Context: an optimization exercise on an open-source flow, tuned for a short achievable clock period and few clock cycles. The choices shown serve that exercise and are no tape-out recipe.
In this exercise RTL edits were held to simulation tests only and were not proved equivalent to the original.
Power is estimated from default activity; no workload was simulated.

==> flow/config.mk <==
export PLATFORM = sky130hd
export DESIGN_NAME = cpu_top
export DESIGN_NICKNAME = cpu_top
export VERILOG_FILES = /design/flow/design.v
export SDC_FILE = /design/flow/constraint.sdc
export NUM_CORES = 4
export LEC_CHECK = 0
export ABC_CLOCK_PERIOD_IN_PS = 1000
export CAP_MARGIN = 20
export CORE_MARGIN = 2
export CORE_UTILIZATION = 40
export SETUP_SLACK_MARGIN = 5
export SLEW_MARGIN = 20
export TNS_END_PERCENT = 100
==> flow/run.sh <==
#!/bin/bash
# synth_recipe.tcl (not shown) runs the flow's synth.tcl, then flattens the netlist and writes it again
# the make line also repeats each setting of config.mk as NAME=value (left out here)
make -C /OpenROAD-flow-scripts/flow DESIGN_CONFIG=/design/flow/config.mk WORK_HOME=/design/flow/orfs CLKGATE_MAP_FILE= SYNTH_SCRIPT=/design/flow/synth_recipe.tcl finish
==> flow/constraint.sdc <==
create_clock -name core_clock -period 9.0 [get_ports {clock}]
set_input_delay 1.8000 -clock core_clock [delete_from_list [all_inputs] [get_ports {clock}]]
set_output_delay 1.8000 -clock core_clock [all_outputs]
set_load 0.01 [all_outputs]
==> flow/design.v <==
package proc_pkg;
    typedef enum logic [5-1:0] {
        op_rtype = 5'b00000,
        op_j     = 5'b00001,
        op_bne   = 5'b00010,
        op_jal   = 5'b00011,
        op_jr    = 5'b00100,
        op_addi  = 5'b00101,
        op_blt   = 5'b00110,
        op_sw    = 5'b00111,
        op_lw    = 5'b01000
    } opcode_e;
    typedef enum logic [5-1:0] {
        alu_add = 5'd0,
        alu_sub = 5'd1,
        alu_and = 5'd2,
        alu_or  = 5'd3,
        alu_sll = 5'd4,
        alu_sra = 5'd5
    } alu_op_e;
    typedef struct packed {
        opcode_e                   opcode;
        logic [5-1:0] rd;
        logic [5-1:0] rs;
        logic [5-1:0] rt;
        logic [4:0]                shamt;
        alu_op_e                   alu_op;
        logic [1:0]                spare;
    } insn_t;
    typedef struct packed {
        logic [32-1:0] pc;
        insn_t                 insn;
    } if_id_t;
    typedef struct packed {
        logic [32-1:0] pc;
        logic [32-1:0] a;
        logic [32-1:0] b;
        insn_t                 insn;
    } id_ex_t;
    typedef struct packed {
        logic [32-1:0] result;
        logic [32-1:0] b;
        insn_t                 insn;
    } ex_mem_t;
    typedef struct packed {
        logic [32-1:0] result;
        logic [32-1:0] load_data;
        insn_t                 insn;
    } mem_wb_t;
    typedef struct packed {
        logic                      en;
        logic [5-1:0] idx;
        logic [32-1:0]     data;
    } rf_write_t;
    typedef struct packed {
        logic [32-1:0] addr;
        logic [32-1:0] data;
        logic                  wren;
    } dmem_req_t;
endpackage
module cpu_top (
    input  logic                      clock,
    input  logic                      arst_n,
    output logic [32-1:0]     imem_addr,
    input  logic [32-1:0]     imem_rdata,
    output logic [32-1:0]     dmem_addr,
    output logic [32-1:0]     dmem_wdata,
    output logic                      dmem_wren,
    input  logic [32-1:0]     dmem_rdata,
    output logic [5-1:0] rf_raddr_a,
    output logic [5-1:0] rf_raddr_b,
    input  logic [32-1:0]     rf_rdata_a,
    input  logic [32-1:0]     rf_rdata_b,
    output logic                      rf_wen,
    output logic [5-1:0] rf_widx,
    output logic [32-1:0]     rf_wdata
);
    localparam logic [4:0] OP_R    = 5'd0;
    localparam logic [4:0] OP_J    = 5'd1;
    localparam logic [4:0] OP_BNE  = 5'd2;
    localparam logic [4:0] OP_JAL  = 5'd3;
    localparam logic [4:0] OP_JR   = 5'd4;
    localparam logic [4:0] OP_ADDI = 5'd5;
    localparam logic [4:0] OP_BLT  = 5'd6;
    localparam logic [4:0] OP_SW   = 5'd7;
    localparam logic [4:0] OP_LW   = 5'd8;
    logic [31:0] pc;
    logic        wb_en;
    logic [4:0]  wb_idx;
    logic        wb_load;
    logic [31:0] wb_data;
    logic        st_en;
    logic [31:0] mem_addr;
    logic [31:0] st_data;
    logic [31:0] insn;
    logic [4:0]  opcode;
    logic [4:0]  rd;
    logic [4:0]  rs;
    logic [4:0]  rt;
    logic [4:0]  shamt;
    logic [4:0]  func;
    logic [31:0] imm;
    logic [31:0] target;
    assign insn   = imem_rdata;
    assign opcode = insn[31:27];
    assign rd     = insn[26:22];
    assign rs     = insn[21:17];
    assign rt     = insn[16:12];
    assign shamt  = insn[11:7];
    assign func   = insn[6:2];
    assign imm    = {{15{insn[16]}}, insn[16:0]};
    assign target = {{5{insn[26]}}, insn[26:0]};
    assign imem_addr  = pc;
    assign rf_raddr_a = rs;
    assign rf_raddr_b = (opcode[2:1] == 2'b00) ? rt : rd;
    logic [31:0] a;
    logic [31:0] b;
    assign a = rf_rdata_a;
    assign b = rf_rdata_b;
    logic [31:0] sum_ab;
    logic [31:0] diff_ab;
    logic [31:0] sum_ai;
    logic [31:0] sll_a;
    logic [31:0] sra_a;
    logic [31:0] pc_inc;
    logic [31:0] pc_br;
    logic [31:0] alu_r;
    logic [31:0] result;
    assign sum_ab  = a + b;
    assign diff_ab = a - b;
    assign sum_ai  = a + imm;
    assign sll_a   = a << shamt;
    assign sra_a   = $signed(a) >>> shamt;
    assign pc_inc  = pc + 32'd1;
    assign pc_br   = pc_inc + imm;
    always_comb begin
        case (func)
            5'd1:    alu_r = diff_ab;
            5'd2:    alu_r = a & b;
            5'd3:    alu_r = a | b;
            5'd4:    alu_r = sll_a;
            5'd5:    alu_r = sra_a;
            default: alu_r = sum_ab;
        endcase
    end
    always_comb begin
        case (opcode)
            OP_R:    result = alu_r;
            OP_JAL:  result = pc_inc;
            default: result = sum_ai;
        endcase
    end
    logic ne;
    logic lt;
    assign ne = b != a;
    assign lt = $signed(b) < $signed(a);
    logic [31:0] next_pc;
    always_comb begin
        case (opcode)
            OP_J, OP_JAL: next_pc = target;
            OP_JR:        next_pc = b;
            OP_BNE:       next_pc = ne ? pc_br : pc_inc;
            OP_BLT:       next_pc = lt ? pc_br : pc_inc;
            default:      next_pc = pc_inc;
        endcase
    end
    logic       writes;
    logic [4:0] dest;
    assign dest   = (opcode == OP_JAL) ? 5'd31 : rd;
    assign writes = ((opcode == OP_R) || (opcode == OP_ADDI) || (opcode == OP_LW) ||
                     (opcode == OP_JAL)) && (dest != 5'd0);
    always_ff @(posedge clock or negedge arst_n) begin
        if (!arst_n) begin
            pc       <= 32'h0000_0000;
            wb_en    <= 1'b0;
            wb_idx   <= '0;
            wb_load  <= 1'b0;
            wb_data  <= '0;
            st_en    <= 1'b0;
            mem_addr <= '0;
            st_data  <= '0;
        end else begin
            pc       <= next_pc;
            wb_en    <= writes;
            wb_idx   <= dest;
            wb_load  <= opcode == OP_LW;
            wb_data  <= result;
            st_en    <= opcode == OP_SW;
            mem_addr <= sum_ai;
            st_data  <= b;
        end
    end
    assign rf_wen     = wb_en;
    assign rf_widx    = wb_idx;
    assign rf_wdata   = wb_load ? dmem_rdata : wb_data;
    assign dmem_addr  = mem_addr;
    assign dmem_wren  = st_en;
    assign dmem_wdata = st_data;
endmodule
==> results of run 1 <==
Yosys cell counts (20+ instances only):
master,number
a211oi_1,22
nand3_1,45
nand2_1,134
xnor2_1,94
o21ai_0,197
a221oi_1,43
xor2_1,44
mux4_2,32
a221o_1,24
a21oi_1,140
nor2_1,197
inv_1,115
a21o_1,48
clkbuf_1,73
ha_1,197
dfrtp_1,136
mux2i_1,63
mux2_2,45
a22oi_1,20
nor3_1,49
nand2b_1,24
and3_1,25
layout make-up:
cell class,count,area share [%]
clock buffers,19,1.860
clock inverters,11,0.4058
inverters,119,2.024
multi-input cells,1709,59.89
flip-flops and latches,136,13.99
well taps,539,2.769
repair buffers,463,19.05
metrics by stage:
stage,cells,worst slack (ns),instance area (µm²)
2_1_floorplan,2073,3.686,17340
3_3_place_gp,2804,2.218,20420
3_5_place_dp,2804,2.236,20420
4_1_cts,2971,3.718,23690
5_1_grt,2996,3.661,24360
6_report,2996,3.761,24360
report_power, final:
part	switching, mW	leakage, nW	internal, mW
combinational	1.23	8.74	1.01
clock	0.321	0.268	0.390
sequential	0.0946	1.60	0.727
total	1.65	10.6	2.12
kinds of logic (layout without fill, tap and decap cells):
logic type                 after synthesis  in the layout
DFF                                    136            136
adders and majority gates              200            200
buffers and inverters                  230            612
and+or+nand+nor                        562            563
AOI/OAI and AO/OA                      667            668
muxes                                  140            140
xor gates and xnor gates               138            138
timing repair:
action / in CTS / in global routing
buffers inserted: 127 / 24
cloned: 10 / 1
setup endpoints to repair: 128 / 110
gates resized for setup: 1094 / 101
pin swaps: 127 / 87
hold buffers: 0 / 0
state kept, by name, summed over array words and instances, names as in the netlist:
name      flops
wb_load       1
st_en         1
wb_data      32
st_data      32
pc           32
wb_en         1
wb_idx        5
mem_addr     32
routing by layer:
metal	track usage (%)	vias to the layer above	wire length, µm
li1	-	8445	-
met1	50.83	9379	35410
met2	59.71	1212	37800
met3	7.871	273	8178
met4	18.20	0	5027
met5	0	-	0
how the worst max path moves through the flow:
stage	to	cells after the start	slack, ns
2_1_floorplan	wb_data[31]$_DFF_PN0_	19	3.69
3_3_place_gp	wb_data[17]$_DFF_PN0_	15	2.22
3_5_place_dp	wb_data[17]$_DFF_PN0_	15	2.24
4_1_cts	wb_data[29]$_DFF_PN0_	19	3.72
5_1_grt	wb_data[29]$_DFF_PN0_	19	3.66
6_report	wb_data[31]$_DFF_PN0_	19	3.76
==> results.yml, run 1 <==
drt:
  drt_first_pass_iters: 6
  vias_per_cell: 6.445
  antenna_left: 0
  drt_iter0_markers: 2234
  wirelength_mm: 86.42
  drcViolationCount: 0
  vias: 19309
  wl_per_cell_um: 28.85
timing:
  holdWs_ns: 0.6974
  worst_pin_slew_ns: 1.077
  rsz0062_at_grt: "true"
  clock.fmax_mhz: 190.9
  skew_ns: 0.009769
  timing.setup.tns_ns: 0
  slew_headroom_pct: 28.23
  fin_crit_ns: 5.239
  period_share_pct: 58.21
  finalSetupViolCount: 0
  timing_hold_violations_final: 0
  finalMaxSlewViolations: 0
global_route:
  grt_start_max_net_pins: 71
  grt_pass1_wl_mm: 123.7
  grt_pass1_vias: 18947
  grt-ovfl-total: 0
  antenna_found_initial: 3
  track_usage_pct: 38.31
die:
  rows: 75
  coreArea_um2: 41850
  start_util_pct: 40.44
  dieWidth_um: 209.7
  die_h_um: 209.7
  fp.dieArea_um2: 43970
  ios: 275
yosys:
  syn_avg_cell_area_um2: 8.164
  ys.flop_type: "dfrtp_1"
  syn_inst: 2073
  synth.distinct_cells: 76
  synth_nets: 2403
  synthMuxAreaShare_pct: 10.98
  synth_xor_area_share_pct: 7.141
  synth-compound-area-share_pct: 25.91
  netlist_area_um2: 16920
  yosys_warnings: 1
  synth_top_area_share_pct: 20.11
  synthAdderAreaFrac_pct: 14.92
  yosys.area.top_type: "dfrtp_1"
  synth_area_leaders: "dfrtp_1 20%, ha_1 15%, o21ai_0 5.8%, xnor2_1 4.9%, nor2_1 4.4%"
  yosys_register_bits: 136
  synth-seq-area-share_pct: 20.11
  synth_simple_gate_area_share_pct: 15.54
  async_flop_share_pct: 100.0
  synth_edf_count: 0
  synth_top_family_by_area: "compound AO/OA/AOI/OAI gates"
critical_path:
  path_max_fanout: 3
  criticalPathCategory: "in2reg"
  cpPeakStageDelay_ns: 0.55
  crit_family: "simple AND/OR/NAND/NOR gates"
  crit_chain: "buf_8, or4_4, buf_4, buf_6, o41ai_4, xnor2_2, ha_4, buf_4, nand3_2, a32oi_4, a21o_1, buf_4, a211oi_2, or2_4, o21ai_4, a2111oi_4, or4_4, nand3_2, o21ai_1"
  critPathArrivalTime_ns: 5.60
  required_ns: 9.37
  ff2ff_setup_slack_ns: 4.84
  rr_endpoint: "pc[31]$_DFF_PN0_"
  reg2reg_depth: 20
  crit_path_frequent_cell: "buf_4"
  crit_slowest_cell: "or4_4"
  crit_path_start_kind: "input port"
  path_buf_inv: 5
  r2r_start: "pc[3]$_DFF_PN0_"
  critPathCaptureType: "register"
  worstSetupStartpoint: "rf_rdata_b[3]"
clock_network:
  path_clk_slew_ns: 0.07
  clock_latency_ns: 0.49
  root_buffer: "clkbuf_16"
  clock_sinks: 136
  htree_num_levels: 4
  clock_path_buffers: 2
  tritoncts: "done"
  numCtsBuffers: 17
power:
  power_density_nw_per_um2: 154.9
  ir_worst_vdd_mv: 0.1431
  p_leak_nw: 10.61
  power_mw: 3.773
status:
  status: "no timing/DRC/antenna violations"
hold_path:
  hold_class: "reg2reg"
  min_to: "wb_data[0]$_DFF_PN0_"
  hp-start: "pc[0]$_DFF_PN0_"
  min_path_cells: 1
final_layout:
  multi_input_area_um2: 14590
  fin_nets: 2776
  final_common_cell: "nor2_1"
  ff_latch_area_um2: 3408
  area_delta_synth_final_pct: 43.91
  n_fill_cell: 3806
  post-route-util_pct: 58.19
  drive_gt1_share_pct: 30.36
  layout_common_cells: "189 x nor2_1, 164 x ha_1, 150 x buf_4, 138 x o21ai_0, 132 x dfrtp_1"
  antenna_cells_inserted: 0
run:
  cap_violations: 0
placement:
  hpwlAfterDp_mm: 62.67
  port_buffers: 274
  place_congestion: 0.9514
Testbench counts, summed over its fixed seeds: cycles 44,387.
==> run 2: changes to the inputs <==
--- a/flow/config.mk
+++ b/flow/config.mk
@@ -5,7 +5,7 @@
 export SDC_FILE = /design/flow/constraint.sdc
 export NUM_CORES = 4
 export LEC_CHECK = 0
-export ABC_CLOCK_PERIOD_IN_PS = 1000
+export ABC_CLOCK_PERIOD_IN_PS = 3000
 export CAP_MARGIN = 20
 export CORE_MARGIN = 2
 export CORE_UTILIZATION = 40
==> run 2 against run 1 <==
  * Clock skew stayed put
  * Largest power group unchanged
  * Cell count unchanged
  * Die area unchanged
  * First-iteration DRC count is the same
  * Register-to-register slack about the same
  * Sequential power is essentially flat
  * Critical path type unchanged
  * Fmax stayed put
  * Non-clock buffer count unchanged
==> results.yml, run 2 <==
timing:
  rsz0062_at_grt: "true"
  worst_pin_slew_ns: 1.077
  timing_hold_violations_final: 0
  period_share_pct: 58.21
  holdWs_ns: 0.6974
  clock.fmax_mhz: 190.9
  finalMaxSlewViolations: 0
  slew_headroom_pct: 28.23
  timing.setup.tns_ns: 0
  skew_ns: 0.009769
  finalSetupViolCount: 0
  fin_crit_ns: 5.239
placement:
  hpwlAfterDp_mm: 62.67
  port_buffers: 274
  dpl-instance-area_um2: 20420
  place_congestion: 0.9514
final_layout:
  area_delta_synth_final_pct: 43.91
  antenna_cells_inserted: 0
  drive_gt1_share_pct: 30.36
  final_area_um2: 24360
  n_fill_cell: 3806
  fin_nets: 2776
  layout_common_cells: "189 x nor2_1, 164 x ha_1, 150 x buf_4, 138 x o21ai_0, 132 x dfrtp_1"
  final_common_cell: "nor2_1"
clock_network:
  htree_num_levels: 4
  clock_sinks: 136
  clock_latency_ns: 0.49
  tritoncts: "done"
  path_clk_slew_ns: 0.07
  numCtsBuffers: 17
  clock_path_buffers: 2
  root_buffer: "clkbuf_16"
drt:
  drcViolationCount: 0
  vias: 19309
  drt_iter0_markers: 2234
  antenna_left: 0
  vias_per_cell: 6.445
  wl_per_cell_um: 28.85
  wirelength_mm: 86.42
  drt_first_pass_iters: 6
critical_path:
  path_max_fanout: 3
  critPathCaptureType: "register"
  crit_slowest_cell: "or4_4"
  crit_path_start_kind: "input port"
  crit_chain: "buf_8, or4_4, buf_4, buf_6, o41ai_4, xnor2_2, ha_4, buf_4, nand3_2, a32oi_4, a21o_1, buf_4, a211oi_2, or2_4, o21ai_4, a2111oi_4, or4_4, nand3_2, o21ai_1"
  r2r_start: "pc[3]$_DFF_PN0_"
  crit_path_frequent_cell: "buf_4"
  path_buf_inv: 5
  critPathArrivalTime_ns: 5.60
  crit_family: "simple AND/OR/NAND/NOR gates"
  required_ns: 9.37
  cpPeakStageDelay_ns: 0.55
  worstSetupStartpoint: "rf_rdata_b[3]"
  criticalPathCategory: "in2reg"
yosys:
  syn_avg_cell_area_um2: 8.164
  synthAdderAreaFrac_pct: 14.92
  synth_top_area_share_pct: 20.11
  synth_simple_gate_area_share_pct: 15.54
  synth_area_leaders: "dfrtp_1 20%, ha_1 15%, o21ai_0 5.8%, xnor2_1 4.9%, nor2_1 4.4%"
  synthMuxAreaShare_pct: 10.98
  yosys.area.top_type: "dfrtp_1"
  synth-compound-area-share_pct: 25.91
  synth_top_family_by_area: "compound AO/OA/AOI/OAI gates"
  synth.distinct_cells: 76
  synth_nets: 2403
  syn_inst: 2073
  async_flop_share_pct: 100.0
  synth-seq-area-share_pct: 20.11
  yosys_register_bits: 136
  synth_edf_count: 0
  synth_xor_area_share_pct: 7.141
  yosys-top-cells-count: "197 x ha_1, 197 x nor2_1, 197 x o21ai_0"
  ys.flop_type: "dfrtp_1"
  netlist_area_um2: 16920
  yosys_warnings: 1
die:
  start_util_pct: 40.44
  fp.dieArea_um2: 43970
  die_h_um: 209.7
  dieWidth_um: 209.7
  ios: 275
  coreArea_um2: 41850
  rows: 75
global_route:
  grt_start_max_net_pins: 71
  grt-ovfl-total: 0
  track_usage_pct: 38.31
  antenna_found_initial: 3
  grt_pass1_wl_mm: 123.7
  grt_pass1_vias: 18947
power:
  power_mw: 3.773
  p_leak_nw: 10.61
  power_density_nw_per_um2: 154.9
  ir_worst_vdd_mv: 0.1431
run:
  cap_violations: 0
hold_path:
  hold_class: "reg2reg"
  hp-start: "pc[0]$_DFF_PN0_"
status:
  status: "no timing/DRC/antenna violations"
run 2: logic make-up (layout without fill, tap and decap cells):
logic type | count (synthesis) | after routing
AO/OA/AOI/OAI | 667 | 668
AND/OR/NAND/NOR | 562 | 563
buffers and inverters | 230 | 612
adder cells (fa/ha/maj) | 200 | 200
multiplexers | 140 | 140
XOR/XNOR | 138 | 138
flip-flops | 136 | 136
run 2: final cells by class:
type / instances / area (µm²) / share of cell area (%)
multi-input cells: 1709 / 14590 / 59.89
inverters: 119 / 493.0 / 2.024
repair buffers: 463 / 4641 / 19.05
well taps: 539 / 674.4 / 2.769
clock buffers: 19 / 452.9 / 1.860
clock inverters: 11 / 98.84 / 0.4058
flip-flops and latches: 136 / 3408 / 13.99
run 2: timing repair:
item	CTS	global route
pin swaps	127	87
endpoints found under the setup margin	128	110
resized for setup	1094	101
cloned	10	1
setup buffers	127	24
hold buffers	0	0
run 2: stage by stage:
stage | cells | worst slack (ns) | utilization (%)
2_1_floorplan | 2073 | 3.686 | -
3_3_place_gp | 2804 | 2.218 | 48.80
3_5_place_dp | 2804 | 2.236 | 48.80
4_1_cts | 2971 | 3.718 | 56.60
5_1_grt | 2996 | 3.661 | 58.19
6_report | 2996 | 3.761 | 58.19
run 2: routing by layer:
layer | vias to the layer above | wire (µm) | track usage, %
li1 | 8445 | - | -
met1 | 9379 | 35410 | 50.83
met2 | 1212 | 37800 | 59.71
met3 | 273 | 8178 | 7.871
met4 | 0 | 5027 | 18.20
met5 | - | 0 | 0
run 2: path summary, 6_finish.rpt:
| path | cells past startpoint | endpoint | slack [ns] |
|---|---|---|---|
| max | 19 | wb_data[31]$_DFF_PN0_ | 3.76 |
| min | 1 | wb_data[0]$_DFF_PN0_ | 0.70 |
| max reg2reg | 20 | pc[31]$_DFF_PN0_ | 4.84 |
| min reg2reg | 1 | wb_data[0]$_DFF_PN0_ | 0.70 |
| max in group asynchronous | 3 | pc[0]$_DFF_PN0_ | 6.00 |
| min in group asynchronous | 1 | st_data[21]$_DFF_PN0_ | 1.20 |
run 2: power by group:
group | internal (mW) | switching, mW | total [mW] | leakage [nW]
clock | 0.390 | 0.321 | 0.711 | 0.268
sequential | 0.727 | 0.0946 | 0.821 | 1.60
combinational | 1.01 | 1.23 | 2.24 | 8.74
==> run 3: changes to the inputs <==
==> flow/config.mk (replaced) <==
export PLATFORM = sky130hd
export DESIGN_NAME = cpu_top
export DESIGN_NICKNAME = cpu_top
export VERILOG_FILES = /design/flow/design.v
export SDC_FILE = /design/flow/constraint.sdc
export NUM_CORES = 4
export LEC_CHECK = 0
export CAP_MARGIN = 20
export CORE_MARGIN = 2
export CORE_UTILIZATION = 40
export SLEW_MARGIN = 20
==> run 3 against run 2 <==
  * Combinational power shrank about 20%
  * Utilization shrank 8.6 points
  * Worst setup slack lost 1.3 ns
  * Final area shrank 15%
  * Cell count shrank 5.2%
  * Global-route usage shrank 4.4 points
  * Clock skew grew 0.0013 ns
==> results.yml, run 3 <==
power:
  power_density_nw_per_um2: 160.9
  ir_worst_vdd_mv: 0.09422
  p_leak_nw: 8.932
  power_mw: 3.340
clock_network:
  numCtsBuffers: 17
  ctsResizeCount: 0
  clock_path_buffers: 2
  postCtsHoldBufs: 0
  path_clk_slew_ns: 0.06
  htree_num_levels: 4
  tritoncts: "done"
  post_cts.repair.setup_buffers: 0
  clock_latency_ns: 0.45
  root_buffer: "clkbuf_16"
  clock_sinks: 136
run:
  cap_violations: 0
placement:
  place_congestion: 0.9851
  place_ws_ns: 2.100
  dpl-instance-area_um2: 20160
  port_buffers: 274
  hpwlAfterDp_mm: 61.34
die:
  rows: 75
  fp.dieArea_um2: 43970
  coreArea_um2: 41850
  dieWidth_um: 209.7
  die_h_um: 209.7
  ios: 275
  start_util_pct: 40.44
timing:
  skew_ns: 0.01110
  clock.fmax_mhz: 152.5
  fin_crit_ns: 6.558
  worst_pin_slew_ns: 0.9818
  finalMaxSlewViolations: 0
  slew_headroom_pct: 34.55
  timing.setup.tns_ns: 0
  period_share_pct: 72.87
  finalSetupViolCount: 0
  rsz0062_at_grt: "false"
  setup_ws_ns: 2.442
  timing_hold_violations_final: 0
final_layout:
  final_common_cell: "clkdlybuf4s50_1"
  fin_nets: 2620
  area_delta_synth_final_pct: 22.66
  final_area_um2: 20760
  layout_common_cells: "269 x clkdlybuf4s50_1, 197 x o21ai_0, 197 x ha_1, 196 x nor2_1, 140 x a21oi_1"
  antenna_cells_inserted: 0
  n_fill_cell: 4070
  drive_gt1_share_pct: 7.559
yosys:
  async_flop_share_pct: 100.0
  netlist_area_um2: 16920
  syn_avg_cell_area_um2: 8.164
  synth.distinct_cells: 76
  syn_inst: 2073
  yosys.area.top_type: "dfrtp_1"
  synth_area_leaders: "dfrtp_1 20%, ha_1 15%, o21ai_0 5.8%, xnor2_1 4.9%, nor2_1 4.4%"
  ys.flop_type: "dfrtp_1"
  synth_top_area_share_pct: 20.11
  synth-seq-area-share_pct: 20.11
  synth_nets: 2403
  synth_edf_count: 0
  yosys_register_bits: 136
  yosys-top-cells-count: "197 x ha_1, 197 x nor2_1, 197 x o21ai_0"
  yosys_warnings: 1
critical_path:
  critPathArrivalTime_ns: 6.93
  critPathCaptureType: "register"
  required_ns: 9.37
  crit_slowest_cell: "o31ai_1"
  cpPeakStageDelay_ns: 0.61
  path_max_fanout: 12
  crit_chain: "clkdlybuf4s50_1, nor3_1, nand3b_1, mux2i_1, ha_1, nor2b_1, o31ai_1, a21oi_1, a31o_2, a31o_2, a31oi_1, a21bo_2, xor2_1, a221oi_1, a221o_1"
  crit_path_start_kind: "input port"
  criticalPathCategory: "in2reg"
  crit_path_frequent_cell: "a31o_2"
drt:
  vias_per_cell: 6.268
  drcViolationCount: 0
  wl_per_cell_um: 26.61
  drt_iter0_markers: 1626
  drt_first_pass_iters: 6
  wirelength_mm: 75.60
  antenna_left: 0
  vias: 17808
global_route:
  track_usage_pct: 33.87
  antenna_found_initial: 2
  grt_pass1_vias: 17334
  grt_start_max_net_pins: 90
  grt-ovfl-total: 0
  grt_pass1_wl_mm: 111.2
hold_path:
  hold_class: "reg2reg"
status:
  status: "no timing/DRC/antenna violations"
-- run 3: through the flow --
| step | util (%) | hold WS, ns | std cells |
|---|---|---|---|
| floorplan | - | 0.6532 | 2073 |
| global placement | 48.16 | 0.6992 | 2810 |
| detailed placement | 48.16 | 0.6923 | 2810 |
| CTS | 49.60 | 0.7031 | 2841 |
| global route | 49.60 | 0.7875 | 2841 |
| finish | 49.60 | 0.7198 | 2841 |
-- run 3: worst max-delay path: cells and delay by family --
family                   cells  cell delay, ns
AO/OA/AOI/OAI                8            2.61
XOR/XNOR                     1            0.07
adder cells (fa/ha/maj)      1            0.28
buffers and inverters        1            0.59
multiplexers                 1            0.43
AND/OR/NAND/NOR              3            1.13
-- run 3: worst paths after layout --
kind                             startpoint               endpoint  slack [ns]  cells after the start
setup / recovery              imem_rdata[3]  wb_data[19]$_DFF_PN0_        2.44                     15
max in group asynchronous            arst_n       pc[20]$_DFF_PN0_        6.33                      2
hold / removal             pc[20]$_DFF_PN0_       pc[20]$_DFF_PN0_        0.72                      3
min in group asynchronous            arst_n   st_data[3]$_DFF_PN0_        1.34                      1
hold reg to reg            pc[20]$_DFF_PN0_       pc[20]$_DFF_PN0_        0.72                      3
setup reg to reg            pc[2]$_DFF_PN0_       pc[29]$_DFF_PN0_        3.96                     18
-- run 3: area by class of cell --
cell class	count	area, µm²	area share (%)
multi-input combinational	1707	12640	60.90
sequential	136	3403	16.39
timing repair buffer	309	2989	14.40
tap	539	674.4	3.249
clock buffer	20	456.7	2.200
inverter	119	446.7	2.152
clock inverter	11	147.6	0.7112
-- run 3: kinds of logic (layout without fill, tap and decap cells) --
kind of cell               count (synthesis)  count (layout)  synth area share, %
adders and majority gates                200             200                14.92
xor gates and xnor gates                 138             138                7.141
DFF                                      136             136                20.11
AOI/OAI and AO/OA                        667             667                25.91
and+or+nand+nor                          562             562                15.54
muxes                                    140             140                10.98
buffers and inverters                    230             459                5.404
-- run 3: report_power, final --
group          switching, mW  total [mW]  internal, mW
Combinational           1.01        1.79         0.782
Clock                  0.282       0.731         0.448
Sequential            0.0936       0.819         0.726
-- run 3: layer usage --
metal	share of wire, %	GRT usage (%)	vias to the layer above
met5	0	0	-
met4	4.1	14.21	0
met3	7.6	4.669	132
met2	45	53.73	891
met1	44	46.32	8656
li1	-	-	8129

-- separate check: timing with driven ports --
How much do the figures lean on ideal ports? The routed layouts below were timed once more, with nothing changed but the port constraints. Step 1 assumes that a clkbuf_16 drives the clock port and a buf_2 every other input. Step 2 moves the port delays by t, midway between the first and last clock arrival at a register: inputs arrive t later, outputs are due t later. That takes back most of the time a late clock gives input paths. a / b / c = ideal ports / drivers / drivers and shift; a / b = the first two.
run	t, ns	setup WS [ns]	hold WS [ns]	clock arrival spread, ns	cell pins on the clock port's net
run 1	0.547	3.761 / 3.776 / 3.229	0.697 / 0.697 / 0.697	0.017 / 0.016	1
run 2	0.547	3.761 / 3.776 / 3.229	0.697 / 0.697 / 0.697	0.017 / 0.016	1
run 3	0.492	2.442 / 2.467 / 1.975	0.720 / 0.720 / 0.720	0.012 / 0.012	1
After both steps every run listed still meets setup and hold.
